What follows belongs to an exercise in optimizing a design on an open flow for small area; a production flow would make more cautious choices.
Function was checked by simulation only, so behaviour that the tests miss may differ from the original.
Power is estimated from default activity; no workload was simulated.

<file path="config.mk">
export PLATFORM = sky130hd
export DESIGN_NAME = packet_filter_fifo
export DESIGN_NICKNAME = packet_filter_fifo
export VERILOG_FILES = /design/flow/design.v
export SDC_FILE = /design/flow/constraint.sdc
export NUM_CORES = 4
export LEC_CHECK = 0
export CAP_MARGIN = 20
export CORE_MARGIN = 2
export CORE_UTILIZATION = 45
export SLEW_MARGIN = 20
</file>
<file path="constraint.sdc">
create_clock -name core_clock -period 6.0 [get_ports {clk_host}]
set_input_delay 1.2000 -clock core_clock [delete_from_list [all_inputs] [get_ports {clk_host}]]
set_output_delay 1.2000 -clock core_clock [all_outputs]
set_load 0.01 [all_outputs]
</file>
<file path="design.v">
module packet_filter_fifo #(
  parameter int WIDTH_DATA_BYTES  = 8,
  parameter int WIDTH_HDR_A_BYTES = 6,
  parameter int WIDTH_HDR_B_BYTES = 4,
  parameter int FIFO_DEPTH        = 16,
  parameter int MAX_PKT_BEATS     = 8
) (
  input  logic                               clk_host,
  input  logic                               rst_n,
  input  logic                               in_valid,
  input  logic                               in_sop,
  input  logic                               in_eop,
  input  logic [WIDTH_DATA_BYTES-1:0]        in_byteen,
  input  logic [WIDTH_DATA_BYTES*8-1:0]      in_data,
  input  logic [WIDTH_HDR_A_BYTES*8-1:0]     in_headerA,
  input  logic [WIDTH_HDR_B_BYTES*8-1:0]     in_headerB,
  output logic                               out_valid,
  input  logic                               out_ready,
  output logic                               out_sop,
  output logic                               out_eop,
  output logic [WIDTH_DATA_BYTES-1:0]        out_byteen,
  output logic [WIDTH_DATA_BYTES*8-1:0]      out_data,
  output logic [WIDTH_HDR_B_BYTES*8-1:0]     out_headerB,
  input  logic                               cfg_match_en,
  input  logic [WIDTH_HDR_A_BYTES*8-1:0]     cfg_match_addr,
  output logic [$clog2(FIFO_DEPTH):0]        fifo_level,
  output logic [15:0]                        cnt_accepted,
  output logic [15:0]                        cnt_drop_filter,
  output logic [15:0]                        cnt_drop_full,
  output logic [15:0]                        cnt_truncated
);
  localparam int AW = $clog2(FIFO_DEPTH);
  localparam int LW = AW + 1;
  localparam int BW = $clog2(MAX_PKT_BEATS + 1);
  localparam int EW = 2 + WIDTH_DATA_BYTES * 9 + WIDTH_HDR_B_BYTES * 8;   
  typedef enum logic [1:0] {S_IDLE, S_ACCEPT, S_DISCARD} state_t;
  typedef struct packed {
    logic                           sop;
    logic                           eop;
    logic [WIDTH_DATA_BYTES-1:0]    be;
    logic [WIDTH_DATA_BYTES*8-1:0]  data;
    logic [WIDTH_HDR_B_BYTES*8-1:0] hdrb;
  } entry_t;
  state_t          state, state_nxt;
  logic [BW-1:0]   beat_cnt;
  entry_t          stg;
  logic            stg_vld;
  logic [EW-1:0]   mem [0:FIFO_DEPTH-1];
  entry_t          head, wr_entry;
  logic [AW-1:0]   wr_ptr, rd_ptr;
  logic [LW-1:0]   fifo_cnt;
  logic sop_in, filt_rej, space_rej, admit;
  logic take, take_eop, trunc_max, flush_early, fifo_wr, pop;
  assign fifo_level = fifo_cnt + {{AW{1'b0}}, stg_vld};
  always_comb begin
    sop_in    = in_valid && in_sop;
    filt_rej  = cfg_match_en && (in_headerA != cfg_match_addr) && (in_headerA != '1);
    space_rej = (LW'(FIFO_DEPTH) - fifo_level) < LW'(MAX_PKT_BEATS);
    admit     = sop_in && !filt_rej && !space_rej;
  end
  always_ff @(posedge clk_host or negedge rst_n) begin
    if (!rst_n) state <= S_IDLE;
    else        state <= state_nxt;
  end
  always_comb begin
    state_nxt = state;
    if (sop_in) begin
      if (!admit)          state_nxt = S_DISCARD;
      else if (in_eop) state_nxt = S_IDLE;
      else                 state_nxt = S_ACCEPT;
    end else if (in_valid) begin
      case (state)
        S_ACCEPT: begin
          if (in_eop)     state_nxt = S_IDLE;
          else if (trunc_max) state_nxt = S_DISCARD;
        end
        S_DISCARD: if (in_eop) state_nxt = S_IDLE;
        default: ;
      endcase
    end
  end
  always_comb begin
    trunc_max   = (state == S_ACCEPT) && in_valid && !in_sop && !in_eop &&
                  (beat_cnt == BW'(MAX_PKT_BEATS - 1));
    take        = admit || ((state == S_ACCEPT) && in_valid && !in_sop);
    take_eop    = in_eop || trunc_max;
    flush_early = stg_vld && !stg.eop && sop_in;
    fifo_wr     = stg_vld && (stg.eop || sop_in || take);
    wr_entry     = stg;
    wr_entry.eop = stg.eop || flush_early;
  end
  assign pop = out_valid && out_ready;
  function automatic logic [15:0] sat_inc(input logic [15:0] v, input logic en);
    sat_inc = (en && v != 16'hFFFF) ? v + 16'd1 : v;
  endfunction
  always_ff @(posedge clk_host or negedge rst_n) begin
    if (!rst_n) begin
      stg             <= '0;
      stg_vld         <= 1'b0;
      beat_cnt        <= '0;
      wr_ptr          <= '0;
      rd_ptr          <= '0;
      fifo_cnt        <= '0;
      cnt_accepted    <= '0;
      cnt_drop_filter <= '0;
      cnt_drop_full   <= '0;
      cnt_truncated   <= '0;
    end else begin
      if (take) begin
        stg_vld  <= 1'b1;
        stg.sop  <= in_sop;
        stg.eop  <= take_eop;
        stg.be   <= in_byteen;
        stg.data <= in_data;
        stg.hdrb <= in_headerB;
      end else if (fifo_wr) begin
        stg_vld  <= 1'b0;
      end
      if (admit)     beat_cnt <= BW'(1);
      else if (take) beat_cnt <= beat_cnt + 1'b1;
      if (fifo_wr) wr_ptr <= wr_ptr + 1'b1;
      if (pop)     rd_ptr <= rd_ptr + 1'b1;
      case ({fifo_wr, pop})
        2'b10:   fifo_cnt <= fifo_cnt + 1'b1;
        2'b01:   fifo_cnt <= fifo_cnt - 1'b1;
        default: ;
      endcase
      cnt_accepted    <= sat_inc(cnt_accepted, admit);
      cnt_drop_filter <= sat_inc(cnt_drop_filter, sop_in && filt_rej);
      cnt_drop_full   <= sat_inc(cnt_drop_full, sop_in && !filt_rej && space_rej);
      cnt_truncated   <= sat_inc(cnt_truncated, trunc_max || flush_early);
    end
  end
  always_ff @(posedge clk_host) begin
    if (fifo_wr) mem[wr_ptr] <= wr_entry;
  end
  assign head            = mem[rd_ptr];
  assign out_valid   = (fifo_cnt != '0);
  assign out_sop     = out_valid && head.sop;
  assign out_eop     = out_valid && head.eop;
  assign out_byteen  = out_valid ? head.be   : '0;
  assign out_data    = out_valid ? head.data : '0;
  assign out_headerB = out_valid ? head.hdrb : '0;
endmodule
</file>
<file path="run.sh">
#!/bin/bash
# synth_recipe.tcl (not shown) runs the flow's synth.tcl, then flattens the netlist and writes it again
# the make line also repeats each setting of config.mk as NAME=value (left out here)
make -C /OpenROAD-flow-scripts/flow DESIGN_CONFIG=/design/flow/config.mk WORK_HOME=/design/flow/orfs CLKGATE_MAP_FILE= SYNTH_SCRIPT=/design/flow/synth_recipe.tcl finish
</file>
==> results_dict.tcl, run 1 <==
set metrics [dict create \
    ios 383 \
    finalCriticalPeriod_ns 5.195 \
    clk_latency_ns 0.82 \
    r2r_cells 9 \
    synth.top_cells.by_area "edfxtp_1, mux4_2, dfrtp_1" \
    netlist.area_leader.share 0.6986 \
    synth_mux_area_frac 0.1816 \
    ys_warn_count 1 \
    endpoint_kind "output port" \
    area_growth_pct 19.16 \
    yosys.cell_count.top_type "edfxtp_1" \
    dr.pass1.iters 5 \
    postCtsSetupBuffers 0 \
    r2r_start "stg_vld$_DFFE_PN0P_" \
    tightestPinTransition_ns 0.9511 \
    synth_top_family_by_area "multiplexers" \
    grt_max_degree 94 \
    worst_setup_path_start_kind "flip-flop" \
    grt.total_usage 0.2103 \
    final_hold_viol_count 0 \
    yosysTopAreaCell "edfxtp_1" \
    hp-class "in -> async" \
    ys_ff_latch 1886 \
    r2r_slack_ns 2.54 \
    io_buffer_count 382 \
    power.density_mw_per_mm2 490.3 \
    multi_input_area_mm2 0.01666 \
    antenna_found_initial 12 \
    first_iter_violations 3025 \
    syn_nets 3412 \
    p_leak_nw 27.98 \
    crit_fanout 36 \
    wire_per_inst_um 28.41 \
    root_buffer "clkbuf_16" \
    die-area_mm2 0.1652 \
    finalCritPeriodShare 0.8658 \
    antenna_left 0 \
    status "no timing/DRC/antenna violations" \
    drc_errors 0 \
    syn_avg_cell_area_um2 22.85 \
    synth_edf_count 1696 \
    grt_pass1_vias 36030 \
    synth_commonest_cells "edfxtp_1, mux4_2, dfrtp_1, and2_1, mux2_2" \
    vias_per_cell 5.640 \
    finalClockSkew_ns 0.03005 \
    synth_xor_area_frac 0.01488 \
    floorplan.initialDensity 0.4535 \
    holdWs_ns 0.3301 \
    clk_pin_slew_ns 0.06 \
    rsz0062_at_grt "false" \
    vias 34030 \
    max-vdd-ir-drop_v 0.0003232 \
    path_class "reg -> out" \
    seq_area_frac_synth 0.7638 \
    globalRoute.totalOverflow 0 \
    htree_levels 4 \
    place_inst 5666 \
    cts_resized 0 \
    wl_mm 171.4 \
    syn-cell-area_mm2 0.07290 \
    die_x_um 406.5 \
    clock_path_buffers 3 \
    cp.required_ns 4.80 \
    die_h_um 406.5 \
    async_flop_share 0.1007 \
    slew_viol_final 0 \
    cts_sinks 1886 \
    ys.flop_type "edfxtp_1" \
    synthAdderAreaFrac 0.002574 \
    fillCellCount 12280 \
    r2r-end "stg[58]$_DFFE_PN0P_" \
    stdcell_count 6033 \
    nets 3923 \
    final_layout_size_suffix_gt1_frac 0.2703 \
    synthSimpleGateAreaFrac 0.02535 \
    max_slew_margin 0.3659 \
    synth_compound_area_frac 0.002060 \
    cts_tree "done" \
    cp.arrival_ns 3.99 \
    max_freq_ghz 0.1925 \
    fp-row-count 147 \
    postSynthCellCount 3190 \
    gp_congestion 0.8530 \
    maxCapViolCount 0 \
    setup_violations 0 \
    core_mm2 0.1608 \
    grt_pass1_wl_mm 249.8 \
    ctsHoldBuffers 0 \
    final-seq-area_mm2 0.05570 \
    synth.distinct_cells 43 \
    hpwlAfterDp_mm 88.74 \
    cts-buffers-inserted 193 \
]
## through the flow
stage / utilization / instance area, um2 / setup WS [ns] / power, W / TNS (ns)
floorplan: - / 72920 / -1.273 / 0.02568 / -1930.74
global placement: 0.4993 / 80270 / 1.255 / 0.03068 / 0
detailed placement: 0.4994 / 80280 / 1.339 / 0.03084 / 0
CTS: 0.5403 / 86860 / 0.6505 / 0.04318 / 0
global route: 0.5404 / 86870 / 0.5948 / 0.04444 / 0
finish: 0.5404 / 86870 / 0.8052 / 0.04259 / 0
## critical path, stage by stage (launching register included)
cell and delay [ns]:
dfrtp_4 0.68, buf_4 0.36, buf_12 0.32, mux4_2 0.56, mux4_2 0.53, and2_1 0.21, clkdlybuf4s50_1 0.48
## worst max-delay path by stage
stage                           from                   end  slack [ns]  cells past startpoint
6_report       rd_ptr[0]$_DFFE_PN0P_       out_headerB[19]        0.81                      6
5_1_grt        rd_ptr[0]$_DFFE_PN0P_          out_data[11]        0.59                      6
4_1_cts        rd_ptr[0]$_DFFE_PN0P_       out_headerB[19]        0.65                      6
3_5_place_dp                  in_sop  mem[3][17]$_DFFE_PP_        1.34                      7
3_3_place_gp                  in_sop  mem[1][86]$_DFFE_PP_        1.25                      7
2_1_floorplan                 in_sop  mem[15][0]$_DFFE_PP_       -1.27                      6
## sequential cells by signal (all words and copies together), names as in the netlist
name             cells
cnt_drop_filter     16
fifo_cnt             5
stg                106
wr_ptr               4
stg_vld              1
cnt_accepted        16
cnt_drop_full       16
rd_ptr               4
mem               1696
beat_cnt             4
state                2
cnt_truncated       16
## logic make-up (layout without fill, tap and decap cells)
family                     after synthesis  count (layout)
DFF                                   1886            1886
muxes                                  646             646
buffers and inverters                  169             849
other                                    0               3
and+or+nand+nor                        330             330
adders and majority gates               15              15
AOI/OAI and AO/OA                       21              21
xor gates and xnor gates               123             123
## cell usage in the layout, fill, tap and decap left out, drive strengths merged, types with 2 or more instances in the layout
cell	count
nand2	38
edfxtp	1696
clkdlybuf4s50	381
nor2	38
mux2	113
inv	19
or4	5
and2	119
bufinv	25
and4	6
o21ai	8
nand3	30
a222oi	2
ha	15
and3	9
dfrtp	190
mux4	530
nor4	5
o31ai	2
buf	91
mux2i	3
nor3	18
clkinv	58
diode	3
a31oi	2
xor2	27
clkbuf	270
nand2b	3
or3	6
xnor2	96
nand4	50
clkinvlp	5
a21oi	3
## final cells by class
class | count | share of cell area
Antenna cell | 3 | 0.00008642
Clock buffer | 270 | 0.06208
Clock inverter | 94 | 0.01365
Inverter | 13 | 0.0005617
Multi-Input combinational cell | 1135 | 0.1918
Sequential cell | 1886 | 0.6412
Tap cell | 2160 | 0.03111
Timing Repair Buffer | 472 | 0.05957
## metal layers
| metal | GRT usage | part of all wire | up-vias |
|---|---|---|---|
| li1 | - | - | 14380 |
| met1 | 0.2908 | 0.42 | 18440 |
| met2 | 0.3487 | 0.50 | 995 |
| met3 | 0.04086 | 0.059 | 202 |
| met4 | 0.04737 | 0.016 | 8 |
| met5 | 0 | 0.00029 | - |
## report_power, final
group	leakage [nW]	switching (W)	internal, W
logic	7.13	0.00494	0.00627
clock network	3.21	0.00498	0.00736
registers	17.6	0.00209	0.0170
total	28.0	0.0120	0.0306
==> inputs of run 2 (changes only) <==
==> design.v (replaced) <==
module packet_filter_fifo #(
  parameter int WIDTH_DATA_BYTES  = 8,
  parameter int WIDTH_HDR_A_BYTES = 6,
  parameter int WIDTH_HDR_B_BYTES = 4,
  parameter int FIFO_DEPTH        = 16,
  parameter int MAX_PKT_BEATS     = 8
) (
  input  logic                               clk_host,
  input  logic                               rst_n,
  input  logic                               in_valid,
  input  logic                               in_sop,
  input  logic                               in_eop,
  input  logic [WIDTH_DATA_BYTES-1:0]        in_byteen,
  input  logic [WIDTH_DATA_BYTES*8-1:0]      in_data,
  input  logic [WIDTH_HDR_A_BYTES*8-1:0]     in_headerA,
  input  logic [WIDTH_HDR_B_BYTES*8-1:0]     in_headerB,
  output logic                               out_valid,
  input  logic                               out_ready,
  output logic                               out_sop,
  output logic                               out_eop,
  output logic [WIDTH_DATA_BYTES-1:0]        out_byteen,
  output logic [WIDTH_DATA_BYTES*8-1:0]      out_data,
  output logic [WIDTH_HDR_B_BYTES*8-1:0]     out_headerB,
  input  logic                               cfg_match_en,
  input  logic [WIDTH_HDR_A_BYTES*8-1:0]     cfg_match_addr,
  output logic [$clog2(FIFO_DEPTH):0]        fifo_level,
  output logic [15:0]                        cnt_accepted,
  output logic [15:0]                        cnt_drop_filter,
  output logic [15:0]                        cnt_drop_full,
  output logic [15:0]                        cnt_truncated
);
  localparam int AW = $clog2(FIFO_DEPTH);
  localparam int LW = AW + 1;
  localparam int CW = $clog2(MAX_PKT_BEATS);
  localparam int DW = WIDTH_DATA_BYTES * 9 + WIDTH_HDR_B_BYTES * 8;   
  logic            acc, pend, head_sop;
  logic [CW-1:0]   beat_cnt;
  logic [LW-1:0]   level;
  logic [AW-1:0]   rd_ptr, wr_ptr;
  logic [DW-1:0]   mem [0:FIFO_DEPTH-1];
  logic [FIFO_DEPTH-1:0] mem_eop;
  logic [DW-1:0]   head;
  logic sop_in, filt_rej, space_rej, admit, beat_in;
  logic take, take_eop, trunc_max, flush_early, pop;
  assign fifo_level = level;
  assign out_valid  = (level[LW-1:1] != '0) || (level[0] && !(acc || pend));
  assign wr_ptr     = rd_ptr + level[AW-1:0];
  always_comb begin
    sop_in      = in_valid && in_sop;
    beat_in     = acc && in_valid && !in_sop;
    filt_rej    = cfg_match_en && (in_headerA != cfg_match_addr) && (in_headerA != '1);
    space_rej   = level > LW'(FIFO_DEPTH - MAX_PKT_BEATS);
    admit       = sop_in && !filt_rej && !space_rej;
    trunc_max   = beat_in && !in_eop && (beat_cnt == CW'(MAX_PKT_BEATS - 1));
    take        = admit || beat_in;
    take_eop    = in_eop || trunc_max;
    flush_early = acc && sop_in;
    pop         = out_valid && out_ready;
  end
  function automatic logic [15:0] sat_inc(input logic [15:0] v, input logic en);
    sat_inc = (en && v != 16'hFFFF) ? v + 16'd1 : v;
  endfunction
  always_ff @(posedge clk_host or negedge rst_n) begin
    if (!rst_n) begin
      acc             <= 1'b0;
      pend            <= 1'b0;
      head_sop        <= 1'b1;
      beat_cnt        <= '0;
      level           <= '0;
      rd_ptr          <= '0;
      cnt_accepted    <= '0;
      cnt_drop_filter <= '0;
      cnt_drop_full   <= '0;
      cnt_truncated   <= '0;
    end else begin
      if (take) begin
        acc  <= !take_eop;
        pend <= take_eop;
      end else begin
        if (in_valid) acc <= 1'b0;
        pend <= 1'b0;
      end
      if (admit)     beat_cnt <= CW'(1);
      else if (take) beat_cnt <= beat_cnt + 1'b1;
      level <= level + LW'(take) - LW'(pop);
      if (pop) begin
        rd_ptr   <= rd_ptr + 1'b1;
        head_sop <= mem_eop[rd_ptr];
      end
      cnt_accepted    <= sat_inc(cnt_accepted, admit);
      cnt_drop_filter <= sat_inc(cnt_drop_filter, sop_in && filt_rej);
      cnt_drop_full   <= sat_inc(cnt_drop_full, sop_in && !filt_rej && space_rej);
      cnt_truncated   <= sat_inc(cnt_truncated, trunc_max || flush_early);
    end
  end
  always_ff @(posedge clk_host) begin
    for (int i = 0; i < FIFO_DEPTH; i++) begin
      if (take && wr_ptr == AW'(i)) begin
        mem[i]     <= {in_byteen, in_data, in_headerB};
        mem_eop[i] <= take_eop;
      end else if (flush_early && wr_ptr == AW'(i + 1)) begin
        mem_eop[i] <= 1'b1;
      end
    end
  end
  assign head        = mem[rd_ptr];
  assign out_sop     = head_sop;
  assign out_eop     = mem_eop[rd_ptr];
  assign out_byteen  = head[DW-1 -: WIDTH_DATA_BYTES];
  assign out_data    = head[WIDTH_HDR_B_BYTES*8 +: WIDTH_DATA_BYTES*8];
  assign out_headerB = head[WIDTH_HDR_B_BYTES*8-1:0];
endmodule
==> run 2 against run 1 <==
Against the previous run:
- register-to-register slack lost 0.74 ns
- sequential cell count shrank 127
- area after synthesis shrank 11%
- largest power group unchanged
- count of clock-buffer cells in the layout shrank 48
- critical path depth grew 1
- routed wire length grew 11%
- clock power shrank 14%
==> results_dict.tcl, run 2 <==
set metrics [dict create \
    preCtsSetupSlack_ns 0.8873 \
    crit_start "rd_ptr[2]$_DFFE_PN0P_" \
    globalRoute.totalOverflow 0 \
    tightestPinTransition_ns 0.9995 \
    cp.arrival_ns 4.71 \
    dr.pass1.iters 10 \
    core_mm2 0.1435 \
    ys.flop_type "edfxtp_1" \
    antenna_found_initial 19 \
    cp.required_ns 4.80 \
    yosys.cell_count.top_type "edfxtp_1" \
    floorplan.initialDensity 0.4525 \
    synthSimpleGateAreaFrac 0.04039 \
    grt_pass1_wl_mm 268.7 \
    synth_xor_area_frac 0.01578 \
    rsz0062_at_grt "false" \
    power.density_mw_per_mm2 454.7 \
    final_layout_size_suffix_gt1_frac 0.1096 \
    grt_pass1_vias 37130 \
    maxCapViolCount 0 \
    ys_warn_count 2 \
    finalClockSkew_ns 0.02547 \
    synthAdderAreaFrac 0.004663 \
    cts-buffers-inserted 177 \
    final_util 0.5420 \
    gp_congestion 0.8225 \
    synth.top_cells.by_area "edfxtp_1, a22oi_1, dfrtp_1" \
    netlist.area_leader.share 0.7770 \
    synth.distinct_cells 54 \
    multi_input_area_mm2 0.01182 \
    postCtsSetupBuffers 0 \
    slew_viol_final 0 \
    area_growth_pct 19.76 \
    grt.total_usage 0.2533 \
    worst_setup_path_start_kind "flip-flop" \
    clk_latency_ns 0.81 \
    first_iter_violations 4300 \
    endpoint_kind "output port" \
    clk_pin_slew_ns 0.06 \
    wl_mm 189.8 \
    r2r_start "rd_ptr[2]$_DFFE_PN0P_" \
    stdcell_count 6148 \
    cts_sinks 1759 \
    cts_tree "done" \
    final_cell_mix "edfxtp_1, clkdlybuf4s50_1, a22oi_1" \
    postSynthCellCount 3586 \
    wire_per_inst_um 30.88 \
    die_h_um 383.9 \
    syn_nets 3816 \
    vias 37860 \
    antenna_left 0 \
    die-area_mm2 0.1473 \
    fillCellCount 11270 \
    seq_area_frac_synth 0.8074 \
    finalCriticalPeriod_ns 5.915 \
    ios 383 \
    die_x_um 383.9 \
    syn-cell-area_mm2 0.06493 \
    synth_top_family_by_area "compound AO/OA/AOI/OAI gates" \
    async_flop_share 0.04491 \
    synth_mux_area_frac 0.006494 \
    p_leak_nw 24.62 \
    place_inst 5815 \
    status "no timing/DRC/antenna violations" \
    hpwlAfterDp_mm 104.1 \
    final_hold_viol_count 0 \
    synth_edf_count 1680 \
    fp-row-count 139 \
    finalCritPeriodShare 0.9858 \
    setup_ws_ns 0.08530 \
    yosysTopAreaCell "edfxtp_1" \
    drc_errors 0 \
    regMostFlops "mem" \
    io_buffer_count 382 \
    max_slew_margin 0.3337 \
    ys_ff_latch 1759 \
    grt_max_degree 80 \
    max_freq_ghz 0.1691 \
    final_common_cell "edfxtp_1" \
    max-vdd-ir-drop_v 0.0003560 \
    syn_avg_cell_area_um2 18.11 \
    setup_violations 0 \
    crit_fanout 26 \
    synth_compound_area_frac 0.1111 \
    clock_path_buffers 3 \
    synth_commonest_cells "edfxtp_1, a22oi_1, nor2_1, a22o_1, clkbuf_1" \
    hp-class "in -> async" \
    root_buffer "clkbuf_16" \
    final-seq-area_mm2 0.05243 \
    htree_levels 4 \
    largest_register_ffs 1664 \
    path_class "reg -> out" \
    vias_per_cell 6.158 \
    nets 4324 \
]
==> run 2: cell types whose count changed after synthesis, sizes merged, moves of 77 or more <==
cell,delta
mux4,-525
a22oi,+308
a22o,+167
a221oi,+156
nor2,+144
dfrtp,-112
and2,-99
mux2,-98
a222oi,+81
a41oi,+77
==> run 2: critical path: stages (launching register included) <==
cell	delay [ns]
dfrtp_1	0.64
nor2_2	0.69
and2_4	0.67
buf_4	0.41
a22o_1	0.20
a221oi_1	0.05
a41oi_1	0.56
clkdlybuf4s50_1	0.66
==> run 2: layout make-up <==
class | instances | share of cell area
diodes | 3 | 0.00009654
clock inverters | 105 | 0.01051
multi-input cells | 1596 | 0.1519
well taps | 1903 | 0.03062
inverters | 20 | 0.0009654
flip-flops and latches | 1759 | 0.6742
clock buffers | 222 | 0.06047
repair buffers | 540 | 0.07120
==> run 2: kinds of logic (layout without fill, tap and decap cells) <==
logic type,Yosys count,after routing
AO/OA/AOI/OAI,889,889
AND/OR/NAND/NOR,530,533
other,0,3
XOR/XNOR,117,117
adder cells (fa/ha/maj),23,23
multiplexers,34,34
buffers and inverters,234,887
flip-flops,1759,1759
==> run 2: path summary, 6_finish.rpt <==
check / slack, ns / depth (start not counted) / endpoint
max: 0.09 / 7 / out_data[15]
min: 0.44 / 1 / cnt_drop_full[9]$_DFFE_PN0P_
max in group asynchronous: 4.99 / 1 / rd_ptr[3]$_DFFE_PN0P_
min reg2reg: 0.49 / 1 / cnt_accepted[5]$_DFFE_PN0P_
min in group core_clock: 0.49 / 1 / cnt_accepted[5]$_DFFE_PN0P_
max reg2reg: 1.80 / 8 / mem[3][64]$_DFFE_PP_
==> run 2: where the power goes <==
part | leakage, nW | internal, W | switching [W]
registers | 16.2 | 0.0139 | 0.000238
clock network | 2.69 | 0.00594 | 0.00461
logic | 5.74 | 0.00422 | 0.00645
total | 24.6 | 0.0241 | 0.0113
==> run 2: through the flow <==
step / total power, W / cell area, um2 / TNS [ns] / hold slack (ns)
6_report: 0.03536 / 77760 / 0 / 0.4450
5_1_grt: 0.03668 / 77760 / 0 / 0.4916
4_1_cts: 0.03550 / 77720 / 0 / 0.4914
3_5_place_dp: 0.02499 / 72200 / 0 / 0.4793
3_3_place_gp: 0.02500 / 72200 / 0 / 0.4797
2_1_floorplan: 0.01920 / 64950 / -2443.71 / 0.4964
==> run 2: what timing repair did <==
action                     CTS  global route
hold buffers                 0             0
resized for setup            0             4
setup endpoints to repair    0            13
==> run 2: routing by layer <==
layer  track usage  part of all wire
met4       0.06921             0.022
met1        0.3556              0.41
met2        0.4038              0.48
met5             0           0.00068
met3       0.05190             0.090
==> inputs of run 3 (changes only) <==
--- a/design.v
+++ b/design.v
@@ -38,3 +38,3 @@
   logic [LW-1:0]   level;
-  logic [AW-1:0]   rd_ptr, wr_ptr;
+  logic [AW-1:0]   rd_idx;
   logic [DW-1:0]   mem [0:FIFO_DEPTH-1];
@@ -46,3 +46,3 @@
   assign out_valid  = (level[LW-1:1] != '0) || (level[0] && !(acc || pend));
-  assign wr_ptr     = rd_ptr + level[AW-1:0];
+  assign rd_idx     = level[AW-1:0] - 1'b1;
   always_comb begin
@@ -69,3 +69,2 @@
       level           <= '0;
-      rd_ptr          <= '0;
       cnt_accepted    <= '0;
@@ -85,6 +84,3 @@
       level <= level + LW'(take) - LW'(pop);
-      if (pop) begin
-        rd_ptr   <= rd_ptr + 1'b1;
-        head_sop <= mem_eop[rd_ptr];
-      end
+      if (pop) head_sop <= out_eop;
       cnt_accepted    <= sat_inc(cnt_accepted, admit);
@@ -96,14 +92,13 @@
   always_ff @(posedge clk_host) begin
-    for (int i = 0; i < FIFO_DEPTH; i++) begin
-      if (take && wr_ptr == AW'(i)) begin
-        mem[i]     <= {in_byteen, in_data, in_headerB};
-        mem_eop[i] <= take_eop;
-      end else if (flush_early && wr_ptr == AW'(i + 1)) begin
-        mem_eop[i] <= 1'b1;
-      end
+    if (take) begin
+      mem[0]     <= {in_byteen, in_data, in_headerB};
+      mem_eop    <= {mem_eop[FIFO_DEPTH-2:1], mem_eop[0] || flush_early, take_eop};
+      for (int i = 1; i < FIFO_DEPTH; i++) mem[i] <= mem[i-1];
+    end else if (flush_early) begin
+      mem_eop[0] <= 1'b1;
     end
   end
-  assign head        = mem[rd_ptr];
+  assign head        = mem[rd_idx];
   assign out_sop     = head_sop;
-  assign out_eop     = mem_eop[rd_ptr];
+  assign out_eop     = mem_eop[rd_idx];
   assign out_byteen  = head[DW-1 -: WIDTH_DATA_BYTES];
--- a/config.mk
+++ b/config.mk
@@ -9,3 +9,6 @@
 export CORE_MARGIN = 2
-export CORE_UTILIZATION = 45
+export CORE_UTILIZATION = 50
+export CTS_BUF_LIST = sky130_fd_sc_hd__clkbuf_8
+export CTS_CLUSTER_DIAMETER = 50
+export CTS_CLUSTER_SIZE = 20
 export SLEW_MARGIN = 20
==> run 3 against run 2 <==
Against the previous run:
- clock power is 28% lower
- die area is 9.9% lower
- still clean
- area after synthesis hardly changed
- global-route usage is 0.72 points lower
- highest routed layer unchanged
- combinational power is 31% higher
- largest cell class unchanged
- utilization is 4.6 points higher
- first-iteration DRC count is 1.3% higher
==> results_dict.tcl, run 3 <==
set metrics [dict create \
    syn_nets 3774 \
    max_freq_ghz 0.1746 \
    cts-buffers-inserted 149 \
    wl_mm 165.0 \
    async_flop_share 0.04274 \
    finalCriticalPeriod_ns 5.726 \
    syn-cell-area_mm2 0.06492 \
    netSwitchingFraction 0.3554 \
    clk_latency_ns 0.91 \
    ios 383 \
    dr.pass1.iters 6 \
    fp-row-count 132 \
    regMostFlops "mem" \
    power.total_w 0.03674 \
    largest_register_ffs 1664 \
    grt_max_degree 114 \
    crit_slowest_cell "clkdlybuf4s50_1" \
    cp.required_ns 4.80 \
    intPower_w 0.02368 \
    core_mm2 0.1292 \
    die-area_mm2 0.1327 \
    cp.arrival_ns 4.53 \
    yosysTopAreaCell "edfxtp_1" \
    first_iter_violations 4358 \
    pwr-share-clk 0.206 \
    r2r_cells 15 \
    hp-class "in -> async" \
    synth.top_cells.by_area "edfxtp_1, a22oi_1, dfrtp_1" \
    syn_avg_cell_area_um2 18.30 \
    ys.flop_type "edfxtp_1" \
    grt_pass1_wl_mm 241.8 \
    power.density_mw_per_mm2 483.6 \
    drc_errors 0 \
    ys_warn_count 2 \
    globalRoute.totalOverflow 0 \
    vias_per_cell 6.233 \
    seq_area_frac_synth 0.8060 \
    maxCapViolCount 0 \
    antenna_left 0 \
    worst_setup_path_start_kind "flip-flop" \
    vias 37010 \
    tightestPinTransition_ns 0.9183 \
    nets 4291 \
    endpoint_kind "output port" \
    ctsHoldBuffers 0 \
    root_buffer "clkbuf_8" \
    htree_levels 4 \
    rsz0062_at_grt "false" \
    comb_power_share 0.382 \
    finalCritPeriodShare 0.9544 \
    fillCellCount 9789 \
    r2r-end "level[4]$_DFF_PN0_" \
    path_class "reg -> out" \
    wire_per_inst_um 27.79 \
    netlist.area_leader.share 0.7771 \
    critPathBufInv 4 \
    max_slew_margin 0.3848 \
    finalClockSkew_ns 0.04822 \
    ys_ff_latch 1755 \
    antenna_found_initial 10 \
    clock_path_buffers 3 \
    final_cell_mix "edfxtp_1, a22oi_1, clkdlybuf4s50_1" \
    die_h_um 364.3 \
    grt.total_usage 0.2461 \
    seqPwrFrac 0.412 \
    synth_commonest_cells "edfxtp_1, a22oi_1, and3_1, a221oi_1, a22o_1" \
    die_x_um 364.3 \
    synth.distinct_cells 57 \
    r2r_start "level[1]$_DFF_PN0_" \
    holdWs_ns 0.1864 \
    cpPeakStageDelay_ns 0.61 \
    cts_tree "done" \
    clk_pin_slew_ns 0.10 \
    switchingPower_w 0.01306 \
    hpwlAfterDp_mm 96.50 \
    floorplan.initialDensity 0.5026 \
    crit_chain "inv_1 -> ha_2 -> xnor2_2 -> buf_4 -> and3_4 -> buf_12 -> a22oi_1 -> and4_1 -> a31oi_1 -> clkdlybuf4s50_1" \
    critPathTopFamily "buffers and inverters" \
    max-vdd-ir-drop_v 0.0004436 \
    crit_fanout 32 \
    setup_violations 0 \
    r2r_slack_ns 2.32 \
    p_leak_nw 23.95 \
    postSynthCellCount 3547 \
    area_growth_pct 17.03 \
    io_buffer_count 382 \
    final_common_cell "edfxtp_1" \
    yosys.cell_count.top_type "edfxtp_1" \
    status "no timing/DRC/antenna violations" \
    grt_pass1_vias 36810 \
    synth_edf_count 1680 \
    final_hold_viol_count 0 \
    slew_viol_final 0 \
    final_layout_size_suffix_gt1_frac 0.1276 \
    gp_congestion 0.8411 \
    cts_sinks 1755 \
]
## run 3: cell count changes in the layout (fill, tap and decap cells not counted), moves of 30 or more
cell,delta
clkbuf_8,+150
and4_1,+32
a221oi_1,-37
a22oi_1,+80
nand4_1,-31
and3_1,+53
clkbuf_16,-180
a22o_1,-48
buf_12,+30
clkinv_1,-43
clkbuf_1,-38
nor2_1,-63
## run 3: power by group through the flow
stage               clock, W  sequential, W  combinational [W]
floorplan                  0         0.0156            0.00649
global placement           0         0.0154             0.0135
detailed placement         0         0.0154             0.0135
CTS                  0.00781         0.0151             0.0140
global route         0.00824         0.0152             0.0149
finish               0.00759         0.0151             0.0140
## run 3: repair_timing
item,in CTS,in global routing
endpoints found under the setup margin,94,22
setup buffers,23,10
endpoints found under the hold margin,0,0
gates resized for setup,7,4
pin swaps,10,4
gates cloned,6,0
## run 3: cell families (layout without fill, tap and decap cells)
group,count (synthesis),in the layout,share of synthesized area
simple gates,538,542,0.04577
flops,1755,1755,0.8060
xor+xnor,116,118,0.01588
buf+inv,229,868,0.01684
compound gates,879,879,0.1089
mux,10,10,0.002602
other cells,0,3,0
fa+ha+maj,20,20,0.003970
## run 3: metrics by stage
step	utilization	setup TNS [ns]	setup WS, ns	std cells	area (um2)
after floorplan	-	-5904.90	-3.517	3547	64940
after detailed placement	0.5575	0	0.6809	5615	72010
after CTS	0.5867	0	0.001030	5923	75770
after global routing	0.5882	0	0.009189	5937	75970
after global placement	0.5575	0	0.7295	5615	72010
final	0.5882	0	0.2738	5937	75970
## run 3: cell type report
type                       instances  area [um2]  area share
timing repair buffer             578        6213     0.08178
clock inverter                   125        1318     0.01734
tap                             1742        2180     0.02869
multi-input combinational       1569       11770      0.1549
inverter                          11       41.29   0.0005435
antenna                            3       7.507  0.00009881
sequential                      1755       52330      0.6888
clock buffer                     154        2120     0.02790
## run 3: how the worst max path moves through the flow
| stage | start | to | slack [ns] | cells after the start |
|---|---|---|---|---|
| 6_report | level[1]$_DFF_PN0_ | out_headerB[13] | 0.27 | 10 |
| 5_1_grt | level[0]$_DFF_PN0_ | out_headerB[13] | 0.009 | 10 |
| 4_1_cts | level[1]$_DFF_PN0_ | out_data[25] | 0.001 | 9 |
| 3_5_place_dp | level[0]$_DFF_PN0_ | out_data[52] | 0.68 | 9 |
| 3_3_place_gp | level[0]$_DFF_PN0_ | out_data[52] | 0.73 | 9 |
| 2_1_floorplan | in_headerA[22] | mem[0][0]$_DFFE_PP_ | -3.52 | 7 |
## run 3: worst reg2reg max path: stages (launching register included)
cell and delay, ns:
dfrtp_1 0.48, inv_1 0.20, ha_1 0.65, and3_1 0.27, o21bai_1 0.07, buf_4 0.18
nor2_1 0.26, nor2_1 0.08, ha_1 0.30, inv_1 0.06, ha_1 0.15, inv_1 0.06
fa_1 0.42, o21bai_1 0.15, a21oi_1 0.11, xor2_1 0.14
## run 3: routing by layer
| metal | wire, um | up-vias | track usage |
|---|---|---|---|
| met1 | 70150 | 19050 | 0.3601 |
| li1 | - | 15870 | - |
| met5 | 49 | - | 0 |
| met4 | 4103 | 8 | 0.07341 |
| met3 | 14750 | 252 | 0.05203 |
| met2 | 75930 | 1822 | 0.3743 |
==> inputs of run 4 (changes only) <==
--- a/config.mk
+++ b/config.mk
@@ -9,6 +9,3 @@
 export CORE_MARGIN = 2
-export CORE_UTILIZATION = 50
-export CTS_BUF_LIST = sky130_fd_sc_hd__clkbuf_8
-export CTS_CLUSTER_DIAMETER = 50
-export CTS_CLUSTER_SIZE = 20
+export CORE_UTILIZATION = 45
 export SLEW_MARGIN = 20
==> run 4 against run 3 <==
Against the previous run:
- register-to-register slack lost 0.13 ns
- largest cell class unchanged
- die area up 11%
- sequential cell count unchanged
- setup slack got worse by 0.058 ns
- count of clock-buffer cells in the layout up 86
==> results_dict.tcl, run 4 <==
set metrics [dict create \
    final_hold_viol_count 0 \
    max-vdd-ir-drop_v 0.0005416 \
    cts_tree "done" \
    maxCapViolCount 0 \
    wire_per_inst_um 27.17 \
    die-area_mm2 0.1473 \
    die_x_um 383.8 \
    max_slew_margin 0.4268 \
    synthAdderAreaFrac 0.003970 \
    r2r_slack_ns 2.19 \
    synthSimpleGateAreaFrac 0.04577 \
    async_flop_share 0.04274 \
    syn_avg_cell_area_um2 18.30 \
    synth_compound_area_frac 0.1089 \
    first_iter_violations 4565 \
    r2r_cells 16 \
    final_cell_mix "edfxtp_1, a22oi_1, clkdlybuf4s50_1" \
    ctsHoldBuffers 0 \
    grt.total_usage 0.2239 \
    synth_mux_area_frac 0.002602 \
    core_mm2 0.1435 \
    cts_sinks 1755 \
    crit_fanout 42 \
    root_buffer "clkbuf_16" \
    tightestPinTransition_ns 0.8598 \
    pwr-share-clk 0.270 \
    largest_register_ffs 1664 \
    path_class "reg -> out" \
    antenna_found_initial 1 \
    global_route.usage.met3 0.05054 \
    clock_path_buffers 3 \
    r2r_start "level[0]$_DFF_PN0_" \
    antenna_cells 0 \
    grt_max_degree 115 \
    ys.flop_type "edfxtp_1" \
    synth_top_family_by_area "compound AO/OA/AOI/OAI gates" \
    hpwlAfterDp_mm 98.69 \
    io_buffer_count 382 \
    die_h_um 383.8 \
    ys_ff_latch 1755 \
    setup_violations 0 \
    crit_slowest_cell "clkdlybuf4s50_1" \
    regMostFlops "mem" \
    dr.pass1.iters 8 \
    power.total_w 0.03994 \
    p_leak_nw 24.88 \
    worst_setup_path_start_kind "flip-flop" \
    vias_per_cell 6.035 \
    synth_commonest_cells "edfxtp_1, a22oi_1, and3_1, a221oi_1, a22o_1" \
    ys_warn_count 2 \
    yosys.cell_count.top_type "edfxtp_1" \
    wl_mm 166.8 \
    floorplan.initialDensity 0.4525 \
    cpPeakStageDelay_ns 0.65 \
    intPower_w 0.02668 \
    yosysTopAreaCell "edfxtp_1" \
    cp.arrival_ns 4.58 \
    syn_nets 3774 \
    seq_area_frac_synth 0.8060 \
    cts-buffers-inserted 181 \
    gp_congestion 0.8094 \
    postSynthCellCount 3547 \
    endpoint_kind "output port" \
    synth.top_cells.by_area "edfxtp_1, a22oi_1, dfrtp_1" \
    grt_pass1_vias 37430 \
    final_layout_size_suffix_gt1_frac 0.1161 \
    comb_power_share 0.350 \
    nets 4313 \
    hp-class "in -> async" \
    switchingPower_w 0.01327 \
    max_freq_ghz 0.1729 \
    netlist.area_leader.share 0.7771 \
    drc_errors 0 \
    grt_busiest_layer "met2" \
    globalRoute.totalOverflow 0 \
    grt_pass1_wl_mm 245.6 \
    clk_pin_slew_ns 0.06 \
    htree_levels 4 \
    cp.required_ns 4.80 \
    crit_chain "inv_1 -> ha_1 -> nand2b_4 -> xnor2_4 -> buf_12 -> nand2_1 -> a2111o_2 -> buf_4 -> a41oi_1 -> clkdlybuf4s50_1" \
    finalClockSkew_ns 0.02973 \
    finalCriticalPeriod_ns 5.785 \
    grtUsageMet2 0.3361 \
    holdWs_ns 0.4100 \
    rsz0062_at_grt "false" \
    syn-cell-area_mm2 0.06492 \
    synth_xor_area_frac 0.01588 \
    power.density_mw_per_mm2 511.4 \
    ios 383 \
    clk_latency_ns 0.82 \
    fp-row-count 139 \
    area_growth_pct 20.32 \
    finalCritPeriodShare 0.9641 \
    synth_edf_count 1680 \
    final_common_cell "edfxtp_1" \
    antenna_left 0 \
    met1_usage 0.3251 \
    slew_viol_final 0 \
    netSwitchingFraction 0.3322 \
    vias 37050 \
    seqPwrFrac 0.380 \
    synth.distinct_cells 57 \
    status "no timing/DRC/antenna violations" \
    r2r-end "level[4]$_DFF_PN0_" \
]
## run 4: cell counts after synthesis
No cell type changed its count.
## run 4: cell families (layout without fill, tap and decap cells)
family	count (synthesis)	count (layout)
DFF	1755	1755
AOI/OAI and AO/OA	879	879
and+or+nand+nor	538	541
buffers and inverters	229	914
xor gates and xnor gates	116	117
adders and majority gates	20	20
muxes	10	10
## run 4: per-layer routing
layer,vias up,share of wire
met5,-,0.000042
met4,2,0.029
met3,280,0.086
met2,1790,0.46
met1,19040,0.43
li1,15930,-
## run 4: how the worst max path moves through the flow
| stage | start | endpoint |
|---|---|---|
| after floorplan | in_headerA[22] | mem[0][0]$_DFFE_PP_ |
| after global placement | level[0]$_DFF_PN0_ | out_data[62] |
| after detailed placement | level[0]$_DFF_PN0_ | out_data[62] |
| after CTS | level[2]$_DFF_PN0_ | out_data[62] |
| after global routing | level[2]$_DFF_PN0_ | out_data[4] |
| final | level[2]$_DFF_PN0_ | out_headerB[26] |
## run 4: cell type report
| type | count | area [um2] |
|---|---|---|
| Fill cell | 11300 | 65370 |
| Sequential cell | 1755 | 52330 |
| Multi-Input combinational cell | 1567 | 11720 |
| Timing Repair Buffer | 570 | 6000 |
| Clock buffer | 240 | 4857 |
| Tap cell | 1903 | 2381 |
| Clock inverter | 93 | 778.2 |
| Inverter | 11 | 41.29 |
## run 4: power by group through the flow
stage | registers [W] | logic (W) | clock network [W]
after global placement | 0.0154 | 0.0136 | 0
after floorplan | 0.0156 | 0.00649 | 0
final | 0.0152 | 0.0140 | 0.0108
after detailed placement | 0.0154 | 0.0136 | 0
after global routing | 0.0153 | 0.0148 | 0.0115
after CTS | 0.0152 | 0.0140 | 0.0110
## run 4: worst max-delay path, delay by kind of cell, from the launching register on
kind / cells / cell delay [ns]
buf+inv: 4 / 1.30
compound gates: 2 / 1.17
flops: 1 / 0.59
simple gates: 2 / 0.27
fa+ha+maj: 1 / 0.26
xor+xnor: 1 / 0.15
## run 4: per-stage QoR
stage,cells,instance area (um2),setup WS [ns],util,TNS [ns]
4_1_cts,6131,78030,0.002813,0.5438,0
5_1_grt,6139,78110,0.02736,0.5444,0
6_report,6139,78110,0.2153,0.5444,0
2_1_floorplan,3547,64940,-3.517,-,-5904.90
3_3_place_gp,5776,72130,0.7421,0.5027,0
3_5_place_dp,5776,72130,0.6906,0.5027,0
## run 4: what timing repair did
action,4_1_cts,5_1_grt
gates resized for setup,4,2
buffers inserted,19,7
cloned,3,1
pin swaps,4,3
endpoints found under the setup margin,64,25
==> inputs of run 5 (changes only) <==
==> flow/run.sh (new file) <==
#!/bin/bash
set -euo pipefail
bash standard.sh \
  BUFFER_PORTS_ARGS="-buffer_cell sky130_fd_sc_hd__buf_1" \
  CTS_ARGS="-sink_clustering_enable -repair_clock_nets -dont_use_dummy_load -buf_list sky130_fd_sc_hd__clkbuf_8 -sink_clustering_size 20 -sink_clustering_max_diameter 50" \
  finish > make_finish.log 2>&1
==> standard.sh (new file) <==
#!/bin/bash
# synth_recipe.tcl (not shown) runs the flow's synth.tcl, then flattens the netlist and writes it again
# the make line also repeats each setting of config.mk as NAME=value (left out here)
make -C /OpenROAD-flow-scripts/flow DESIGN_CONFIG=/design/flow/config.mk WORK_HOME=/design/flow/orfs CLKGATE_MAP_FILE= SYNTH_SCRIPT=/design/flow/synth_recipe.tcl "${@:-finish}"
--- a/config.mk
+++ b/config.mk
@@ -7,5 +7,5 @@
 export LEC_CHECK = 0
-export CAP_MARGIN = 20
+export CAP_MARGIN = 10
 export CORE_MARGIN = 2
-export CORE_UTILIZATION = 45
-export SLEW_MARGIN = 20
+export CORE_UTILIZATION = 55
+export SLEW_MARGIN = 10
removed: run.sh
==> run 5 against run 4 <==
Against the previous run:
- setup slack got worse by 0.019 ns
- area after synthesis is the same
- critical path type unchanged
- final area shrank 9.0%
- fmax shrank 0.32%
- global-route usage rose by 4.1 points
- sequential cell count unchanged
- clock power decreased by 46%
- largest power group unchanged
- sequential share of layout area rose by 6.7 points
- still clean on timing, DRC and antenna
- utilization grew 6.0 points
- combinational power down 16%
==> results_dict.tcl, run 5 <==
set metrics [dict create \
    grt_pass1_wl_mm 240.5 \
    r2r_cells 15 \
    yosysTopAreaCell "edfxtp_1" \
    final-seq-area_mm2 0.05233 \
    synth_commonest_cells "edfxtp_1, a22oi_1, and3_1, a221oi_1, a22o_1" \
    floorplan.initialDensity 0.5520 \
    ctsHoldBuffers 0 \
    postSynthCellCount 3547 \
    p_leak_nw 21.84 \
    placed_cell_area_mm2 0.06900 \
    wl_mm 163.1 \
    syn_nets 3774 \
    rsz0062_at_grt "false" \
    yosys.cell_count.top_type "edfxtp_1" \
    final_common_cell "edfxtp_1" \
    largest_register_ffs 1664 \
    io_buffer_count 382 \
    die_h_um 347.6 \
    drc_errors 0 \
    r2r_slack_ns 1.79 \
    power.density_mw_per_mm2 459.3 \
    r2r_start "level[0]$_DFF_PN0_" \
    status "no timing/DRC/antenna violations" \
    dr.pass1.iters 6 \
    fillCellCount 8720 \
    ys_warn_count 2 \
    multi_input_area_mm2 0.01165 \
    setup_violations 0 \
    path_class "reg -> out" \
    core_mm2 0.1176 \
    gp_congestion 0.8965 \
    netlist.area_leader.share 0.7771 \
    async_flop_share 0.04274 \
    crit_start "level[2]$_DFF_PN0_" \
    ys.flop_type "edfxtp_1" \
    endpoint_kind "output port" \
    root_buffer "clkbuf_8" \
    hold_path_depth 0 \
    routed.top_layer "met5" \
    maxCapViolCount 0 \
    wire_per_inst_um 29.48 \
    final_layout_size_suffix_gt1_frac 0.08394 \
    htree_levels 4 \
    synth_edf_count 1680 \
    fp-row-count 126 \
    wl_met2_mm 77.74 \
    grt.total_usage 0.2652 \
    grt_max_degree 132 \
    regMostFlops "mem" \
    antenna_left 0 \
    stdcell_area_mm2 0.07105 \
    cp.required_ns 4.80 \
    vias 36850 \
    finalCritPeriodShare 0.9672 \
    grt_pass1_vias 36980 \
    area_growth_pct 9.444 \
    slew_viol_final 0 \
    worst_setup_path_start_kind "flip-flop" \
    die-area_mm2 0.1208 \
    max-vdd-ir-drop_v 0.0004713 \
    holdWs_ns 0.4017 \
    die_x_um 347.6 \
    max_slew_margin 0.2905 \
    nets 4220 \
    hp-class "reg -> reg" \
    met3WireLength_mm 13.04 \
    max_freq_ghz 0.1723 \
    wl_met1_mm 67.59 \
    clk_latency_ns 0.88 \
    seq_area_frac_synth 0.8060 \
    tightestPinTransition_ns 1.064 \
    first_iter_violations 4623 \
    clock_path_buffers 3 \
    vias_per_cell 6.659 \
    r2r-end "level[4]$_DFF_PN0_" \
    holdPathEnd "mem[3][61]$_DFFE_PP_" \
    ios 383 \
    cts_sinks 1755 \
    final_cell_mix "edfxtp_1, a22oi_1, buf_1" \
    cts_tree "done" \
    hpwlAfterDp_mm 95.64 \
    cp.arrival_ns 4.60 \
    cts-buffers-inserted 147 \
    finalClockSkew_ns 0.08769 \
    power.total_w 0.03263 \
    setup_ws_ns 0.1967 \
    preCtsSetupSlack_ns 0.9135 \
    ys_ff_latch 1755 \
    antenna_found_initial 9 \
    globalRoute.totalOverflow 0 \
    syn_avg_cell_area_um2 18.30 \
    syn-cell-area_mm2 0.06492 \
    crit_fanout 97 \
    synth.distinct_cells 57 \
    clk_pin_slew_ns 0.10 \
    synth.top_cells.by_area "edfxtp_1, a22oi_1, dfrtp_1" \
    final_hold_viol_count 0 \
    holdCritStartpoint "mem[2][61]$_DFFE_PP_" \
    finalCriticalPeriod_ns 5.803 \
]
## run 5: critical path, cell delays in order (launching register included)
cell and delay, ns:
dfrtp_1 0.62, inv_1 0.15, ha_1 0.26, nand2b_4 0.12, xnor2_2 0.11, buf_4 0.41, nand2_1 0.17, a2111o_2 0.75
buf_12 0.35, a41oi_1 0.50, buf_1 0.21
## run 5: power breakdown
| group | internal (W) | total (W) | switching, W |
|---|---|---|---|
| sequential | 0.0146 | 0.0151 | 0.000551 |
| clock | 0.00219 | 0.00584 | 0.00365 |
| combinational | 0.00392 | 0.0117 | 0.00773 |
| total | 0.0207 | 0.0326 | 0.0119 |
## run 5: stage by stage
step | utilization | std cells | TNS (ns)
floorplan | - | 3547 | -5904.90
global placement | 0.5867 | 5380 | 0
detailed placement | 0.5867 | 5380 | 0
CTS | 0.6039 | 5527 | 0
global route | 0.6041 | 5532 | 0
finish | 0.6041 | 5533 | 0
## run 5: timing repair
action,in CTS,in global routing
gates resized for setup,0,1
endpoints found under the setup margin,0,11
buffers inserted,0,0
## run 5: cell type report
type,instances,area share
well taps,1536,0.02705
repair buffers,515,0.04327
flip-flops and latches,1755,0.7365
inverters,11,0.0005811
clock buffers,147,0.02848
multi-input cells,1563,0.1639
diodes,6,0.0002113
## run 5: logic make-up after synthesis
group / after synthesis / synth area share
fa+ha+maj: 20 / 0.003970
compound gates: 879 / 0.1089
flops: 1755 / 0.8060
mux: 10 / 0.002602
buf+inv: 229 / 0.01684
simple gates: 538 / 0.04577
xor+xnor: 116 / 0.01588
## run 5: metal layers
| metal | GRT usage | vias to the layer above |
|---|---|---|
| met5 | 0 | - |
| met2 | 0.4191 | 1942 |
| met1 | 0.3827 | 19070 |
| met4 | 0.08587 | 2 |
| met3 | 0.04200 | 282 |
| li1 | - | 15550 |
## run 5: how the worst max path moves through the flow
stage                          endpoint  slack, ns  cells past startpoint
floorplan           mem[0][0]$_DFFE_PP_      -3.52                      7
global placement           out_data[28]       1.09                      8
detailed placement         out_data[28]       0.91                      8
CTS                        out_data[28]       0.01                      8
global route               out_data[52]      0.002                      9
finish                     out_data[28]       0.20                     10
==> inputs of run 6 (changes only) <==
--- a/design.v
+++ b/design.v
@@ -38,3 +38,2 @@
   logic [LW-1:0]   level;
-  logic [AW-1:0]   rd_idx;
   logic [DW-1:0]   mem [0:FIFO_DEPTH-1];
@@ -46,3 +45,2 @@
   assign out_valid  = (level[LW-1:1] != '0) || (level[0] && !(acc || pend));
-  assign rd_idx     = level[AW-1:0] - 1'b1;
   always_comb begin
@@ -100,5 +98,12 @@
   end
-  assign head        = mem[rd_idx];
+  always_comb begin
+    head    = '0;
+    out_eop = 1'b0;
+    for (int i = 0; i < FIFO_DEPTH; i++)
+      if (level == LW'(i + 1)) begin
+        head    = head | mem[i];
+        out_eop = out_eop | mem_eop[i];
+      end
+  end
   assign out_sop     = head_sop;
-  assign out_eop     = mem_eop[rd_idx];
   assign out_byteen  = head[DW-1 -: WIDTH_DATA_BYTES];
==> run 6 against run 5 <==
Against the previous run:
- still clean
- final area is 2.4% lower
- clock power down 2%
- routed wire length down 3.2%
- setup slack better by 0.69 ns
- count of clock-buffer cells in the layout fell by 3
- largest cell class unchanged
- fmax rose by 14%
- utilization grew 0.098 points
==> results_dict.tcl, run 6 <==
set metrics [dict create \
    status "no timing/DRC/antenna violations" \
    clk_latency_ns 0.84 \
    htree_levels 4 \
    tns_ns 0 \
    vias_per_cell 6.771 \
    hp-class "reg -> reg" \
    core_mm2 0.1147 \
    ios 383 \
    cts_sinks 1755 \
    regMostFlops "mem" \
    globalRoute.totalOverflow 0 \
    clock_path_buffers 3 \
    finalClockSkew_ns 0.06689 \
    synthAdderAreaFrac 0.003457 \
    pwr-share-clk 0.217 \
    nets 3915 \
    postCtsSetupBuffers 0 \
    synth_commonest_cells "edfxtp_1, a22o_1, a221oi_1, clkbuf_1, nand4_1" \
    seqPwrFrac 0.575 \
    synth.distinct_cells 47 \
    synth_xor_area_frac 0.01485 \
    yosysTopAreaCell "edfxtp_1" \
    holdWs_ns 0.3853 \
    crit_slowest_cell "nor2_4" \
    ys_ff_latch 1755 \
    power.density_mw_per_mm2 382.3 \
    final_common_cell "edfxtp_1" \
    cp.arrival_ns 3.91 \
    vias 35250 \
    drc_errors 0 \
    synth_edf_count 1680 \
    synthSimpleGateAreaFrac 0.02929 \
    p_leak_nw 21.53 \
    rsz0062_at_grt "false" \
    root_buffer "clkbuf_8" \
    syn_avg_cell_area_um2 19.39 \
    final_cell_mix "edfxtp_1, a22o_1, a221oi_1" \
    fp-row-count 124 \
    grt_pass1_wl_mm 230.4 \
    cpPeakStageDelay_ns 0.83 \
    synth_compound_area_frac 0.1176 \
    setup_violations 0 \
    netSwitchingFraction 0.3011 \
    maxCapViolCount 0 \
    cts_tree "done" \
    final_layout_size_suffix_gt1_frac 0.06723 \
    syn-cell-area_mm2 0.06370 \
    final_hold_viol_count 0 \
    finalCritPeriodShare 0.8516 \
    async_flop_share 0.04274 \
    postSynthCellCount 3285 \
    floorplan.initialDensity 0.5556 \
    die-area_mm2 0.1186 \
    cp.required_ns 4.80 \
    die_x_um 344.3 \
    wire_per_inst_um 30.35 \
    area_growth_pct 8.914 \
    synth_mux_area_frac 0.001061 \
    dr.pass1.iters 5 \
    finalCriticalPeriod_ns 5.109 \
    cts-buffers-inserted 144 \
    endpoint_kind "output port" \
    netlist.area_leader.share 0.7920 \
    path_class "reg -> out" \
    antenna_found_initial 9 \
    max-vdd-ir-drop_v 0.0002564 \
    grt_max_degree 210 \
    crit_fanout 23 \
    switchingPower_w 0.007987 \
    ctsHoldBuffers 0 \
    wl_mm 158.0 \
    max_slew_margin 0.1440 \
    grt.total_usage 0.2631 \
    syn_nets 3509 \
    synth.top_cells.by_area "edfxtp_1, a22o_1, a221oi_1" \
    clk_pin_slew_ns 0.11 \
    gp_congestion 0.8831 \
    slew_viol_final 0 \
    largest_register_ffs 1664 \
    first_iter_violations 4077 \
    hpwlAfterDp_mm 85.14 \
    crit_chain "nand2_1 -> nor2_4 -> buf_4 -> a22o_1 -> a221oi_1 -> nand4_1 -> buf_1" \
    antenna_left 0 \
    ys_warn_count 2 \
    io_buffer_count 382 \
    yosys.cell_count.top_type "edfxtp_1" \
    tightestPinTransition_ns 1.284 \
    seq_area_frac_synth 0.8215 \
    intPower_w 0.01854 \
    max_freq_ghz 0.1957 \
    die_h_um 344.3 \
    worst_setup_path_start_kind "flip-flop" \
    ys.flop_type "edfxtp_1" \
    comb_power_share 0.208 \
    grt_pass1_vias 35810 \
    cts_resized 0 \
    synth_top_family_by_area "compound AO/OA/AOI/OAI gates" \
]
run 6: cell count changes after synthesis, sizes merged, moves of 53 or more:
cell / delta
and3: -126
a22oi: -387
buf: -88
xnor2: -53
a222oi: -78
a41oi: -63
clkbuf: +63
nand4: +90
a22o: +302
nand2: -69
a221oi: +301
nor2: -69
run 6: cell type report:
class | count | area, um2
Timing Repair Buffer | 453 | 2384
Antenna cell | 4 | 10.01
Fill cell | 8360 | 45280
Sequential cell | 1755 | 52330
Inverter | 14 | 52.55
Tap cell | 1512 | 1892
Multi-Input combinational cell | 1323 | 10730
Clock buffer | 144 | 1982
run 6: power by group through the flow:
stage	sequential (W)	clock [W]	combinational (W)
finish	0.0153	0.00575	0.00551
global route	0.0154	0.00633	0.00589
CTS	0.0153	0.00593	0.00556
detailed placement	0.0155	0	0.00555
global placement	0.0155	0	0.00549
floorplan	0.0166	0	0.00298
run 6: path summary, 6_finish.rpt:
check / start / endpoint / slack [ns] / cells after the start
max reg2reg: level[2]$_DFF_PN0_ / mem[12][67]$_DFFE_PP_ / 1.81 / 9
max in group asynchronous: rst_n / cnt_truncated[3]$_DFFE_PN0P_ / 4.71 / 1
min reg2reg: mem[12][5]$_DFFE_PP_ / mem[13][5]$_DFFE_PP_ / 0.39 / 0
min in group asynchronous: rst_n / cnt_accepted[14]$_DFFE_PN0P_ / 0.57 / 1
min: mem[12][5]$_DFFE_PP_ / mem[13][5]$_DFFE_PP_ / 0.39 / 0
max: level[1]$_DFF_PN0_ / out_data[40] / 0.89 / 7
run 6: cell families after synthesis:
group                    Yosys count
AO/OA/AOI/OAI                    859
XOR/XNOR                         108
adder cells (fa/ha/maj)           17
buffers and inverters            207
flip-flops                      1755
multiplexers                       6
AND/OR/NAND/NOR                  333
run 6: critical path: cells and delay by family (launching register included):
family / cells / cell delay (ns)
AO/OA/AOI/OAI: 2 / 0.25
flip-flops: 1 / 0.68
AND/OR/NAND/NOR: 3 / 1.41
buffers and inverters: 2 / 0.71
run 6: metrics by stage:
step / setup slack, ns / util / cells / cell area, um2 / power, W
2_1_floorplan: -25.02 / - / 3285 / 63730 / 0.01957
3_3_place_gp: 1.302 / 0.5877 / 5057 / 67390 / 0.02095
3_5_place_dp: 1.253 / 0.5877 / 5057 / 67390 / 0.02106
4_1_cts: 0.8124 / 0.6050 / 5201 / 69370 / 0.02675
5_1_grt: 0.7032 / 0.6051 / 5204 / 69380 / 0.02759
6_report: 0.8906 / 0.6051 / 5205 / 69380 / 0.02652
run 6: per-layer routing:
| layer | wire (um) | track usage | vias up |
|---|---|---|---|
| met1 | 63890 | 0.3698 | 18340 |
| met2 | 75220 | 0.4150 | 1805 |
| li1 | - | - | 14780 |
| met3 | 13970 | 0.05809 | 316 |
| met5 | 69 | 0 | - |
| met4 | 4837 | 0.08361 | 10 |
==> inputs of run 7 (changes only) <==
--- a/config.mk
+++ b/config.mk
@@ -9,3 +9,3 @@
 export CORE_MARGIN = 2
-export CORE_UTILIZATION = 55
+export CORE_UTILIZATION = 65
 export SLEW_MARGIN = 10
==> run 7 against run 6 <==
Against the previous run:
- die area decreased by 15%
- clock power down 1%
- global-route usage is 3.6 points higher
- via count grew 0.34%
- clock skew decreased by 0.0018 ns
- fmax fell by 1.3%
- sequential cell count stayed put
- first-iteration DRC count rose by 17%
- highest routed layer unchanged
==> results_dict.tcl, run 7 <==
set metrics [dict create \
    fillCellCount 5965 \
    tns_ns 0 \
    io_buffer_count 382 \
    netSwitchingFraction 0.2978 \
    cts_tree "done" \
    antenna_left 0 \
    final_layout_size_suffix_gt1_frac 0.06417 \
    die_x_um 317.1 \
    ctsHoldBuffers 0 \
    hold_path_depth 0 \
    postCtsSetupBuffers 0 \
    cts_sinks 1755 \
    vias 35370 \
    intPower_w 0.01852 \
    place_inst 4811 \
    area_growth_pct 8.340 \
    finalCriticalPeriod_ns 5.177 \
    core_mm2 0.09685 \
    synth_edf_count 1680 \
    wl_mm 151.6 \
    cp.required_ns 4.80 \
    grt_pass1_wl_mm 222.0 \
    htree_levels 4 \
    path_class "reg -> out" \
    hpwlAfterDp_mm 82.45 \
    ys_warn_count 2 \
    grt_pass1_vias 35260 \
    worst_setup_path_start_kind "flip-flop" \
    yosys.cell_count.top_type "edfxtp_1" \
    synth_commonest_cells "edfxtp_1, a22o_1, a221oi_1, clkbuf_1, nand4_1" \
    finalClockSkew_ns 0.06511 \
    ys.flop_type "edfxtp_1" \
    power.density_mw_per_mm2 382.3 \
    stdcell_area_mm2 0.06901 \
    clk_latency_ns 0.83 \
    die-area_mm2 0.1005 \
    syn_avg_cell_area_um2 19.39 \
    ios 383 \
    r2r_start "level[2]$_DFF_PN0_" \
    root_buffer "clkbuf_8" \
    holdPathEnd "mem[5][63]$_DFFE_PP_" \
    stdcell_count 4961 \
    regMostFlops "mem" \
    cts-buffers-inserted 143 \
    seqPwrFrac 0.579 \
    nets 3904 \
    dr.pass1.iters 6 \
    yosysTopAreaCell "edfxtp_1" \
    rsz0062_at_grt "false" \
    final_hold_viol_count 0 \
    fp-row-count 114 \
    antenna_found_initial 5 \
    grt_max_degree 215 \
    finalCritPeriodShare 0.8628 \
    ys_ff_latch 1755 \
    syn-cell-area_mm2 0.06370 \
    syn_nets 3509 \
    setup_violations 0 \
    holdCritStartpoint "mem[4][63]$_DFFE_PP_" \
    floorplan.initialDensity 0.6577 \
    netlist.area_leader.share 0.7920 \
    max-vdd-ir-drop_v 0.0002600 \
    clock_path_buffers 3 \
    seq_area_frac_synth 0.8215 \
    max_freq_ghz 0.1932 \
    pwr-share-clk 0.216 \
    clk_pin_slew_ns 0.09 \
    placed_cell_area_mm2 0.06703 \
    slew_viol_final 0 \
    die_h_um 317.1 \
    crit_fanout 23 \
    cts_resized 0 \
    grt.total_usage 0.2987 \
    synth.top_cells.by_area "edfxtp_1, a22o_1, a221oi_1" \
    gp_congestion 0.8782 \
    synth.distinct_cells 47 \
    drc_errors 0 \
    async_flop_share 0.04274 \
    final_cell_mix "edfxtp_1, a22o_1, a221oi_1" \
    hp-class "reg -> reg" \
    max_slew_margin 0.1731 \
    cp.arrival_ns 3.98 \
    endpoint_kind "output port" \
    globalRoute.totalOverflow 0 \
    largest_register_ffs 1664 \
    tightestPinTransition_ns 1.240 \
    wire_per_inst_um 30.55 \
    comb_power_share 0.206 \
    r2r_cells 11 \
    r2r_slack_ns 1.93 \
    postSynthCellCount 3285 \
    vias_per_cell 7.129 \
    r2r-end "mem[9][41]$_DFFE_PP_" \
    final_common_cell "edfxtp_1" \
    switchingPower_w 0.007856 \
    first_iter_violations 4756 \
    p_leak_nw 21.47 \
    status "no timing/DRC/antenna violations" \
    maxCapViolCount 0 \
]
-- run 7: power by group through the flow --
stage / registers [W] / logic, W / clock network, W
2_1_floorplan: 0.0166 / 0.00298 / 0
3_3_place_gp: 0.0155 / 0.00533 / 0
3_5_place_dp: 0.0155 / 0.00542 / 0
4_1_cts: 0.0153 / 0.00543 / 0.00584
5_1_grt: 0.0154 / 0.00577 / 0.00623
6_report: 0.0153 / 0.00543 / 0.00569
-- run 7: cell families (layout without fill, tap and decap cells) --
| group | count (synthesis) | count (layout) | synth area share |
|---|---|---|---|
| other cells | 0 | 7 | 0 |
| compound gates | 859 | 859 | 0.1176 |
| fa+ha+maj | 17 | 17 | 0.003457 |
| mux | 6 | 6 | 0.001061 |
| buf+inv | 207 | 600 | 0.01234 |
| xor+xnor | 108 | 108 | 0.01485 |
| flops | 1755 | 1755 | 0.8215 |
| simple gates | 333 | 333 | 0.02929 |
-- run 7: how the worst max path moves through the flow --
stage	from	endpoint	slack, ns	cells past startpoint
2_1_floorplan	cfg_match_addr[35]	level[4]$_DFF_PN0_	-25.02	17
3_3_place_gp	in_headerA[18]	mem[0][21]$_DFFE_PP_	1.26	9
3_5_place_dp	in_headerA[18]	mem[3][27]$_DFFE_PP_	1.15	9
4_1_cts	level[1]$_DFF_PN0_	out_data[4]	0.79	7
5_1_grt	level[1]$_DFF_PN0_	out_data[4]	0.65	7
6_report	level[1]$_DFF_PN0_	out_data[4]	0.82	7
-- run 7: final cells by class --
class	count	area (um2)	area share
diodes	7	17.52	0.0002538
inverters	14	52.55	0.0007615
repair buffers	443	2321	0.03363
well taps	1276	1597	0.02313
clock buffers	143	1968	0.02852
multi-input cells	1323	10730	0.1555
flip-flops and latches	1755	52330	0.7582
-- run 7: worst max-delay path, cell delays in order (launching register included) --
cell	delay [ns]
dfrtp_1	0.65
nand2b_1	0.35
nor2_4	0.81
buf_4	0.55
a22o_1	0.22
a221oi_1	0.06
nand4_1	0.13
buf_1	0.36
-- run 7: per-stage QoR --
step | power (W) | hold WS [ns] | setup WS [ns] | util
2_1_floorplan | 0.01957 | 0.4264 | -25.02 | -
3_5_place_dp | 0.02093 | 0.4325 | 1.151 | 0.6921
4_1_cts | 0.02653 | 0.4040 | 0.7904 | 0.7124
5_1_grt | 0.02737 | 0.4098 | 0.6502 | 0.7125
6_report | 0.02638 | 0.4034 | 0.8233 | 0.7126
3_3_place_gp | 0.02079 | 0.4286 | 1.262 | 0.6921
-- run 7: layer usage --
layer,up-vias,wire length [um],track usage,share of wire
li1,14750,-,-,-
met1,18240,60570,0.4410,0.40
met2,2078,71690,0.4582,0.47
met3,295,15420,0.06456,0.10
met4,6,3796,0.08630,0.025
met5,-,81,0.004261,0.00053

## static timing again, ports no longer ideal
How much do the figures lean on ideal ports? The routed layouts below were timed once more, with nothing changed but the port constraints. Step 1, drivers: a clkbuf_16 drives clk_host and a buf_2 each remaining input, both assumed. Step 2 moves the port delays by t, midway between the first and last clock arrival at a register: inputs arrive t later, outputs are due t later. That takes back most of the time a late clock gives input paths. Three values: no drivers, after step 1, after step 2; two values: the first two.
run	shift t [ns]	slack for setup (ns)	latest minus earliest clock arrival (ns)
run 1	0.885	0.805 / 0.721 / 1.402	0.039 / 0.039
run 2	0.868	0.085 / 0.011 / 0.789	0.028 / 0.028
run 3	0.954	0.274 / 0.201 / 1.009	0.053 / 0.053
run 4	0.879	0.215 / 0.139 / 1.018	0.032 / 0.033
run 5	0.906	0.197 / 0.125 / 1.031	0.088 / 0.088
run 6	0.896	0.891 / 0.820 / 1.215	0.099 / 0.099
run 7	0.881	0.823 / 0.754 / 1.102	0.097 / 0.097
After both steps every run listed still meets setup and hold.
